This design comes from an exercise in tuning for a short achievable clock period and few clock cycles on the open sky130 flow, not from production work.
Only simulation tests tie the RTL to the original design; equivalence was not proved.
Power and IR drop assume default switching activity.

==> ember: inputs <==
Design cpuCore, start of the top module:
module cpuCore (
	input wire logic clk,
	input wire logic resetn,
	output logic instReqEn,
	output logic [31:0] instReqAddr,
	input wire logic [31:0] instRdata,
	output logic dataReqEn,
	output logic [3:0] dataReqWen,
	output logic [31:0] dataReqAddr,
	output logic [31:0] dataReqWdata,
	input wire logic [31:0] dataRdata,
	output logic [31:0] tracePc,
	output logic [3:0] traceWen,
	output logic [4:0] traceWnum,
	output logic [31:0] traceWdata
);
==> flow/config.mk <==
export PLATFORM = sky130hd
export DESIGN_NAME = cpuCore
export DESIGN_NICKNAME = cpuCore
export VERILOG_FILES = /design/flow/design.v
export SDC_FILE = /design/flow/constraint.sdc
export NUM_CORES = 4
export LEC_CHECK = 0
export CAP_MARGIN = 20
export CORE_MARGIN = 2
export CORE_UTILIZATION = 60
export SLEW_MARGIN = 20
==> flow/constraint.sdc <==
create_clock -name core_clock -period 13.0 [get_ports {clk}]
set_input_delay 2.6000 -clock core_clock [delete_from_list [all_inputs] [get_ports {clk}]]
set_output_delay 2.6000 -clock core_clock [all_outputs]
set_load 0.01 [all_outputs]
standard.sh (not shown) runs the stock make flow with config.mk's settings and CLKGATE_MAP_FILE= SYNTH_SCRIPT=/design/flow/synth_recipe.tcl, a recipe that flattens the netlist after the stock synthesis.
==> flow/flow/run.sh <==
#!/bin/bash
# Standard ORFS layout, with timing repair aiming below the design's period:
# repair_timing treats any path with less than SETUP_SLACK_MARGIN ns of slack
# as failing, so it keeps upsizing and buffering the critical paths.
set -euo pipefail
bash standard.sh SETUP_SLACK_MARGIN=9.3 finish > standard_flow.log 2>&1
==> inputs of pepper, as changes to ember <==
--- a/flow/design.v
+++ b/flow/design.v
@@ -363,19 +363,19 @@
 	output logic [31:0] tracePc,
 	output logic [3:0] traceWen,
 	output logic [4:0] traceWnum,
 	output logic [31:0] traceWdata
 );
-	localparam int btbEntries = 8;
+	localparam int btbEntries = 4;
 	localparam logic [31:2] resetPcW = isaPkg::resetPc[31:2];
 	logic [31:2] pcF;        
 	logic [31:2] pcFNext;
 	logic [31:2] instAddrN;  
 	logic [btbEntries-1:0] btbValid;
 	logic [31:2] btbTag [btbEntries];
 	logic [31:2] btbTgt [btbEntries];
-	logic [2:0] btbPtr;
+	logic [1:0] btbPtr;
 	logic btbIns;            
 	logic [31:2] btbInsTag;
 	logic [31:2] btbInsTgt;
 	logic btbHitF;
 	logic [31:2] btbTgtF;
==> results.txt <==
ember finished with max-capacitance violations, max-slew violations left. pepper completed with no timing, DRC or antenna violations.
Of pepper and ember, ember has the higher clock power (gap about 15%, measured against ember).
Of pepper and ember, ember has the higher cell count (gap 8.2%, measured against ember).
In pepper the flip-flop and latch count is lower than in ember, by 245.
Of pepper and ember, ember has the higher first-iteration DRC count (gap 11%, measured against ember).
Critical path depth: ember is higher than pepper (1).
Between ember and pepper, the lower setup slack is in pepper (gap 0.098 ns).
In ember the utilization is higher than in pepper, by 0.61 points.
Clock skew: ember is higher than pepper (0.0048 ns).
Of ember and pepper, ember has the higher global-route usage (gap 0.37 points).
Between ember and pepper, the lower maximum frequency is in pepper (gap about 2.3%, measured against pepper).
Of pepper and ember, ember has the higher final area (gap 10%, measured against ember).
Testbench counts of ember, summed over its fixed seeds: cycles 9,821.
Testbench counts of pepper, summed over its fixed seeds: cycles 9,821.

---

==> build 21 <==
Another version of the RTL of cpuCore (not shown whole).
clock: 13.0 ns
lec_check: 0
cap_margin: 20
core_margin: 2
core_utilization: 40
slew_margin: 20
==> flow/flow/run.sh <==
#!/bin/bash
# Standard ORFS layout, with timing repair aiming below the design's period:
# repair_timing treats any path with less than SETUP_SLACK_MARGIN ns of slack
# as failing, so it keeps upsizing and buffering the critical paths.
set -euo pipefail
bash standard.sh SETUP_SLACK_MARGIN=8.5 finish > standard_flow.log 2>&1
==> inputs of trial 1, as changes to build 21 <==
--- a/flow/design.v
+++ b/flow/design.v
@@ -259,51 +259,60 @@
 	assign carry[0] = cin;
 	assign carry[width:1] = gg[levels*width +: width];
 	assign sum = prop ^ carry[width-1:0];
 	assign cout = carry[width];
 endmodule
+module incrementer #(
+	parameter int width = 30
+) (
+	input wire logic [width-1:0] a,
+	output logic [width-1:0] sum
+);
+	for (genvar i = 0; i < width; i++)
+	begin : g_bit
+		if (i == 0)
+		begin : g_low
+			assign sum[i] = ~a[i];
+		end
+		else
+		begin : g_high
+			assign sum[i] = a[i] ^ (&a[i-1:0]);
+		end
+	end
+endmodule
 module aluUnit (
 	input wire logic [coreCtrlPkg::aluOps-1:0] sel,
+	input wire logic subtract,
 	input wire isaPkg::word_t a,
 	input wire isaPkg::word_t b,
 	input wire logic [4:0] shamt,
 	output isaPkg::word_t result
 );
 	isaPkg::word_t sum;
-	isaPkg::word_t diff;
-	logic noBorrow;
-	logic sumCout;
+	logic carry;
 	logic lessSigned;
 	isaPkg::word_t shl;
 	isaPkg::word_t shr;
 	isaPkg::word_t sha;
 	prefixAdder #(.width(32)) i_add (
 		.a(a),
 		.b(b),
-		.cin(1'b0),
+		.cin(subtract),
 		.sum(sum),
-		.cout(sumCout)
+		.cout(carry)
 	);
-	prefixAdder #(.width(32)) i_sub (
-		.a(a),
-		.b(~b),
-		.cin(1'b1),
-		.sum(diff),
-		.cout(noBorrow)
-	);
-	assign lessSigned = (a[31] ^ b[31]) ? a[31] : diff[31];
+	assign lessSigned = (a[31] == b[31]) ? a[31] : sum[31];
 	assign shl = b << shamt;
 	assign shr = b >> shamt;
 	assign sha = $signed(b) >>> shamt;
-	assign result = ({32{sel[coreCtrlPkg::aluAdd]}} & sum)
-		| ({32{sel[coreCtrlPkg::aluSub]}} & diff)
+	assign result = ({32{sel[coreCtrlPkg::aluAdd] | sel[coreCtrlPkg::aluSub]}} & sum)
 		| ({32{sel[coreCtrlPkg::aluAnd]}} & (a & b))
 		| ({32{sel[coreCtrlPkg::aluOr]}} & (a | b))
 		| ({32{sel[coreCtrlPkg::aluXor]}} & (a ^ b))
 		| ({32{sel[coreCtrlPkg::aluNor]}} & ~(a | b))
 		| {31'd0, sel[coreCtrlPkg::aluSlt] & lessSigned}
-		| {31'd0, sel[coreCtrlPkg::aluSltu] & ~noBorrow}
+		| {31'd0, sel[coreCtrlPkg::aluSltu] & ~carry}
 		| ({32{sel[coreCtrlPkg::aluSll]}} & shl)
 		| ({32{sel[coreCtrlPkg::aluSrl]}} & shr)
 		| ({32{sel[coreCtrlPkg::aluSra]}} & sha)
 		| ({32{sel[coreCtrlPkg::aluPassB]}} & b);
 endmodule
@@ -363,25 +372,45 @@
 	logic [31:2] instAddrN;  
 	logic [btbEntries-1:0] btbValid;
 	logic [31:2] btbTag [btbEntries];
 	logic [31:2] btbTgt [btbEntries];
 	logic [2:0] btbPtr;
+	logic btbIns;            
+	logic [31:2] btbInsTag;
+	logic [31:2] btbInsTgt;
 	logic btbHitF;
 	logic [31:2] btbTgtF;
 	logic [31:2] pcI;        
 	logic [31:2] pcPlus4I;
+	logic [31:2] pcFPlus4;
+	logic [31:18] pcHiDecI;   
+	logic [31:18] pcHiDecFN;
+	logic [31:18] pcHiIncF;
+	logic [31:18] pcHiIncI;   
+	logic [17:2] brTgtLoI;
+	logic brCarryI;
+	logic selTgtI;
+	logic [31:2] pcFOther;
 	logic validI;            
 	logic btbHitI;           
 	isaPkg::instr_t instrI;
-	logic [31:2] brTgtI;
-	logic [31:2] takenTgtI;
+	logic [31:2] fastTgtI;   
+	logic isBranchI;
 	logic predTakenI;
 	logic redirI;
-	logic [31:2] redirPcI;
 	isaPkg::instr_t irR;
 	logic [31:2] pcR;
-	logic [31:2] altPcR;     
+	logic [31:2] pcPlus4R;
+	logic [31:18] pcHiIncR;
+	logic [31:18] pcHiDecR;
+	logic [17:2] brTgtLoR;
+	logic brCarryR;
+	logic selByIR;           
+	logic [31:18] brTgtHiR;
+	logic [31:2] takenTgtR;
+	logic fixR;              
+	logic fixFire;
 	logic predTakenR;
 	logic validR;
 	coreCtrlPkg::ctrlWord_t dec;
 	isaPkg::regAddr_t rsR;
 	isaPkg::regAddr_t rtR;
@@ -394,16 +423,16 @@
 	logic stallR;
 	isaPkg::word_t rfA;
 	isaPkg::word_t rfB;
 	isaPkg::word_t valA;
 	isaPkg::word_t valB;
+	logic subR;
 	logic validE;
 	logic [31:2] pcE;
 	isaPkg::word_t opAE, opBE, opCE;
-	logic fwdAE, fwdBE, fwdCE;
-	logic eqE;               
 	logic [coreCtrlPkg::aluOps-1:0] aluSelE;
+	logic subE;              
 	logic [4:0] shamtE;
 	isaPkg::regAddr_t destE;
 	logic wrE;               
 	logic traceE;            
 	logic isLoadE, isStoreE, byteE, signedE, isBeqE, isBneE, predTakenE;
@@ -440,23 +469,28 @@
 			begin
 				btbHitF = 1'b1;
 				btbTgtF = btbTgtF | btbTgt[i];
 			end
 	end
+	assign selTgtI = validI && predTakenI && !btbHitI && !redirE && !stallR && !fixFire;
+	assign fixFire = validR && fixR && !stallR;
 	always_comb
 	begin
 		if (redirE)
-			pcFNext = altPcE;
+			pcFOther = altPcE;
 		else if (stallR && validI)
-			pcFNext = pcI;
+			pcFOther = pcI;
+		else if (fixFire)
+			pcFOther = takenTgtR;
 		else if (redirI)
-			pcFNext = redirPcI;
+			pcFOther = pcPlus4I;
 		else if (btbHitF)
-			pcFNext = btbTgtF;
+			pcFOther = btbTgtF;
 		else
-			pcFNext = pcF + 30'd1;
+			pcFOther = pcFPlus4;
 	end
+	assign pcFNext = selTgtI ? fastTgtI : pcFOther;
 	always_ff @(posedge clk)
 	begin
 		if (!resetn)
 		begin
 			pcF <= resetPcW;
@@ -465,59 +499,94 @@
 		end
 		else
 		begin
 			pcF <= pcFNext;
 			instAddrN <= ~pcFNext;
-			validI <= !(redirE || (stallR && validI) || redirI);
+			validI <= !(redirE || (stallR && validI) || fixFire || redirI);
 		end
 		pcI <= pcF;
-		pcPlus4I <= pcF + 30'd1;
+		pcPlus4I <= pcFPlus4;
+		pcHiIncI <= pcHiIncF;
+		pcHiDecI <= ~pcHiDecFN;
 		btbHitI <= btbHitF;
 	end
+	incrementer #(.width(30)) i_pcFInc (
+		.a(pcF),
+		.sum(pcFPlus4)
+	);
+	incrementer #(.width(14)) i_pcHiInc (
+		.a(pcFPlus4[31:18]),
+		.sum(pcHiIncF)
+	);
+	incrementer #(.width(14)) i_pcHiDec (
+		.a(~pcFPlus4[31:18]),
+		.sum(pcHiDecFN)
+	);
 	assign instReqEn = 1'b1;
 	assign instReqAddr = {~instAddrN, 2'b00};
 	always_ff @(posedge clk)
 	begin
 		if (!resetn)
 		begin
 			btbValid <= '0;
 			btbPtr <= '0;
 		end
-		else if (validI && predTakenI && !btbHitI && !stallR)
+		else if (btbIns)
 		begin
 			btbValid[btbPtr] <= 1'b1;
-			btbTag[btbPtr] <= pcI;
-			btbTgt[btbPtr] <= takenTgtI;
 			btbPtr <= btbPtr + 1'b1;
 		end
+		if (btbIns)
+		begin
+			btbTag[btbPtr] <= btbInsTag;
+			btbTgt[btbPtr] <= btbInsTgt;
+		end
+	end
+	always_ff @(posedge clk)
+	begin
+		if (!resetn)
+			btbIns <= 1'b0;
+		else
+			btbIns <= validR && selByIR && !stallR;
+		btbInsTag <= pcR;
+		btbInsTgt <= takenTgtR;
 	end
 	assign instrI = isaPkg::instr_t'(instRdata);
-	prefixAdder #(.width(30)) i_brTgt (
-		.a(pcPlus4I),
-		.b({{14{instRdata[15]}}, instRdata[15:0]}),
+	prefixAdder #(.width(16)) i_brTgt (
+		.a(pcPlus4I[17:2]),
+		.b(instRdata[15:0]),
 		.cin(1'b0),
-		.sum(brTgtI),
-		.cout()
+		.sum(brTgtLoI),
+		.cout(brCarryI)
 	);
-	assign takenTgtI = (instrI.opcode == isaPkg::opJ) ? {pcPlus4I[31:28], instRdata[25:0]} : brTgtI;
+	assign fastTgtI = (instrI.opcode == isaPkg::opJ) ? {pcPlus4I[31:28], instRdata[25:0]}
+		: {pcPlus4I[31:18], brTgtLoI};
+	assign isBranchI = (instrI.opcode == isaPkg::opBeq) || (instrI.opcode == isaPkg::opBne);
 	assign predTakenI = (instrI.opcode == isaPkg::opJ)
 		| ((instrI.opcode == isaPkg::opBeq) & ((instrI.rs == instrI.rt) | instRdata[15]))
 		| ((instrI.opcode == isaPkg::opBne) & (instrI.rs != instrI.rt));
 	assign redirI = validI && (predTakenI != btbHitI);
-	assign redirPcI = predTakenI ? takenTgtI : pcPlus4I;
 	always_ff @(posedge clk)
 	begin
 		if (!resetn || redirE)
 			validR <= 1'b0;
 		else if (!stallR)
-			validR <= validI;
+			validR <= validI && !fixFire;
+		if (!resetn)
+			selByIR <= 1'b0;
+		else if (!stallR)
+			selByIR <= selTgtI;
 		if (!stallR)
 		begin
 			irR <= instrI;
 			pcR <= pcI;
 			predTakenR <= predTakenI;
-			altPcR <= predTakenI ? pcPlus4I : takenTgtI;
+			pcPlus4R <= pcPlus4I;
+			pcHiIncR <= pcHiIncI;
+			pcHiDecR <= pcHiDecI;
+			brTgtLoR <= brTgtLoI;
+			brCarryR <= brCarryI;
 		end
 	end
 	instrDecode i_instrDecode (
 		.instr(irR),
 		.ctrl(dec)
@@ -526,10 +595,14 @@
 	assign rtR = irR.rt;
 	assign destR = dec.destIsRd ? irR.rd : irR.rt;
 	assign immR = irR[15:0];
 	assign immValR = dec.upperImm ? {immR, 16'h0000}
 		: (dec.zeroImm ? {16'h0000, immR} : {{16{immR[15]}}, immR});
+	assign brTgtHiR = brCarryR ? (immR[15] ? pcPlus4R[31:18] : pcHiIncR)
+		: (immR[15] ? pcHiDecR : pcPlus4R[31:18]);
+	assign takenTgtR = dec.isJump ? {pcPlus4R[31:28], irR[25:0]} : {brTgtHiR, brTgtLoR};
+	assign fixR = selByIR && (dec.isBeq || dec.isBne) && (brCarryR != immR[15]);
 	assign needA = dec.useA && (rsR != '0);
 	assign needB = dec.useB && (rtR != '0);
 	assign hitEA = needA && validE && wrE && (destE == rsR);
 	assign hitEB = needB && validE && wrE && (destE == rtR);
 	assign hitMA = needA && validM && wrM && (destM == rsR);
@@ -547,26 +620,25 @@
 		.rdata2(rfB),
 		.wen(validW && wrW),
 		.waddr(destW),
 		.wdata(finalW)
 	);
+	assign subR = dec.aluSel[coreCtrlPkg::aluSub] | dec.aluSel[coreCtrlPkg::aluSlt]
+		| dec.aluSel[coreCtrlPkg::aluSltu];
 	assign valA = hitMA ? resM : (hitWA ? finalW : rfA);
 	assign valB = hitMB ? resM : (hitWB ? finalW : rfB);
 	always_ff @(posedge clk)
 	begin
 		if (!resetn || redirE)
 			validE <= 1'b0;
 		else
 			validE <= validR && !stallR;
 		pcE <= pcR;
-		opAE <= valA;
-		opBE <= dec.bIsImm ? immValR : valB;
-		opCE <= valB;
-		fwdAE <= hitEA;
-		fwdBE <= hitEB && !dec.bIsImm;
-		fwdCE <= hitEB;
-		eqE <= (valA == valB);
+		opAE <= hitEA ? resE : valA;
+		opBE <= (dec.bIsImm ? immValR : (hitEB ? resE : valB)) ^ {32{subR}};
+		subE <= subR;
+		opCE <= hitEB ? resE : valB;
 		aluSelE <= dec.aluSel;
 		shamtE <= irR.shamt;
 		destE <= destR;
 		wrE <= dec.regWrite && (destR != '0);
 		traceE <= dec.regWrite;
@@ -575,34 +647,25 @@
 		byteE <= dec.memByte;
 		signedE <= dec.loadSigned;
 		isBeqE <= dec.isBeq;
 		isBneE <= dec.isBne;
 		predTakenE <= predTakenR;
-		altPcE <= altPcR;
+		altPcE <= predTakenR ? pcPlus4R : takenTgtR;
 	end
-	assign aE = fwdAE ? resM : opAE;
-	assign bE = fwdBE ? resM : opBE;
-	assign cE = fwdCE ? resM : opCE;
+	assign aE = opAE;
+	assign bE = opBE;
+	assign cE = opCE;
 	aluUnit i_aluUnit (
 		.sel(aluSelE),
+		.subtract(subE),
 		.a(aE),
 		.b(bE),
 		.shamt(shamtE),
 		.result(resE)
 	);
 	assign addrLoE = aE[1:0] + bE[1:0];
-	always_comb
-	begin
-		if (fwdAE && fwdBE)
-			equalE = 1'b1;
-		else if (fwdAE)
-			equalE = (resM == opBE);
-		else if (fwdBE)
-			equalE = (opAE == resM);
-		else
-			equalE = eqE;
-	end
+	assign equalE = (opAE == opBE);
 	assign takenE = isBeqE ? equalE : !equalE;
 	assign redirE = validE && (isBeqE || isBneE) && (takenE != predTakenE);
 	storeAlign i_storeAlign (
 		.offset(addrLoE),
 		.isByte(byteE),
==> flow/flow/run.sh (replaced) <==
#!/bin/bash
# Standard ORFS layout, with timing repair aiming below the design's period:
# repair_timing treats any path with less than SETUP_SLACK_MARGIN ns of slack
# as failing, so it keeps upsizing and buffering the critical paths.
set -euo pipefail
bash standard.sh SETUP_SLACK_MARGIN=9.0 finish > standard_flow.log 2>&1
- CORE_UTILIZATION: 40 -> 60
==> comparison table <==
Run status: trial 1 timing/DRC/antenna clean; build 21 timing/DRC/antenna clean
Compound-Gate Fraction of Synth Area: trial 1 7.450%; build 21 10.58%
Worst setup margin: trial 1 8.649 ns; build 21 8.066 ns
Clk power: trial 1 6560 uW; build 21 6980 uW
Clock skew: trial 1 0.03468 ns; build 21 0.1019 ns
Total power per unit cell area: trial 1 134.9 nW/um^2; build 21 134.4 nW/um^2
Data arrival time of the critical path: trial 1 5.10 ns; build 21 5.64 ns
Overall global routing resource usage: trial 1 40.52%; build 21 30.10%
Buffers outside the clock class: trial 1 674; build 21 759
Placed cell areas: trial 1 107500 um^2; build 21 109700 um^2
Number of nets in the layout: trial 1 7551; build 21 8400
Power drawn by the combinational cells: trial 1 1330 uW; build 21 1800 uW
Reported leakage power: trial 1 0.04212 uW; build 21 0.04395 uW
Clock-cell share of area: trial 1 6.233%; build 21 6.533%
Met2 Wirelength: trial 1 151.6 mm; build 21 172.4 mm
Testbench counts of build 21, summed over its fixed seeds: cycles 10,125.
Testbench counts of trial 1, summed over its fixed seeds: cycles 10,127.

## re-timing with driven ports
In the flow no input, the clock included, has a driving cell. The finished layouts below were timed again as built, in two steps. Step 1, drivers: a clkbuf_16 drives clk and a buf_2 each remaining input, both assumed. Step 2 times the ports against the registers' clock, not the clock port: input delays grow and output delays shrink by t, the midpoint of the rising clock arrivals with the driver on. a / b / c = no drivers / after step 1 / after step 2; a / b = the first two.
run	shift t [ns]	slack for setup (ns)	worst data-port slew with drivers (ns)
ember	0.970	8.830 / 8.778 / 7.808	0.21
pepper	0.924	8.732 / 8.688 / 7.764	0.20
build 21	0.980	8.066 / 8.066 / 7.409	0.19
trial 1	0.948	8.649 / 8.689 / 7.741	0.16
For ember, which loses most, drivers alone change the setup slack by -0.052 ns; drivers and shift together by -1.022 ns.
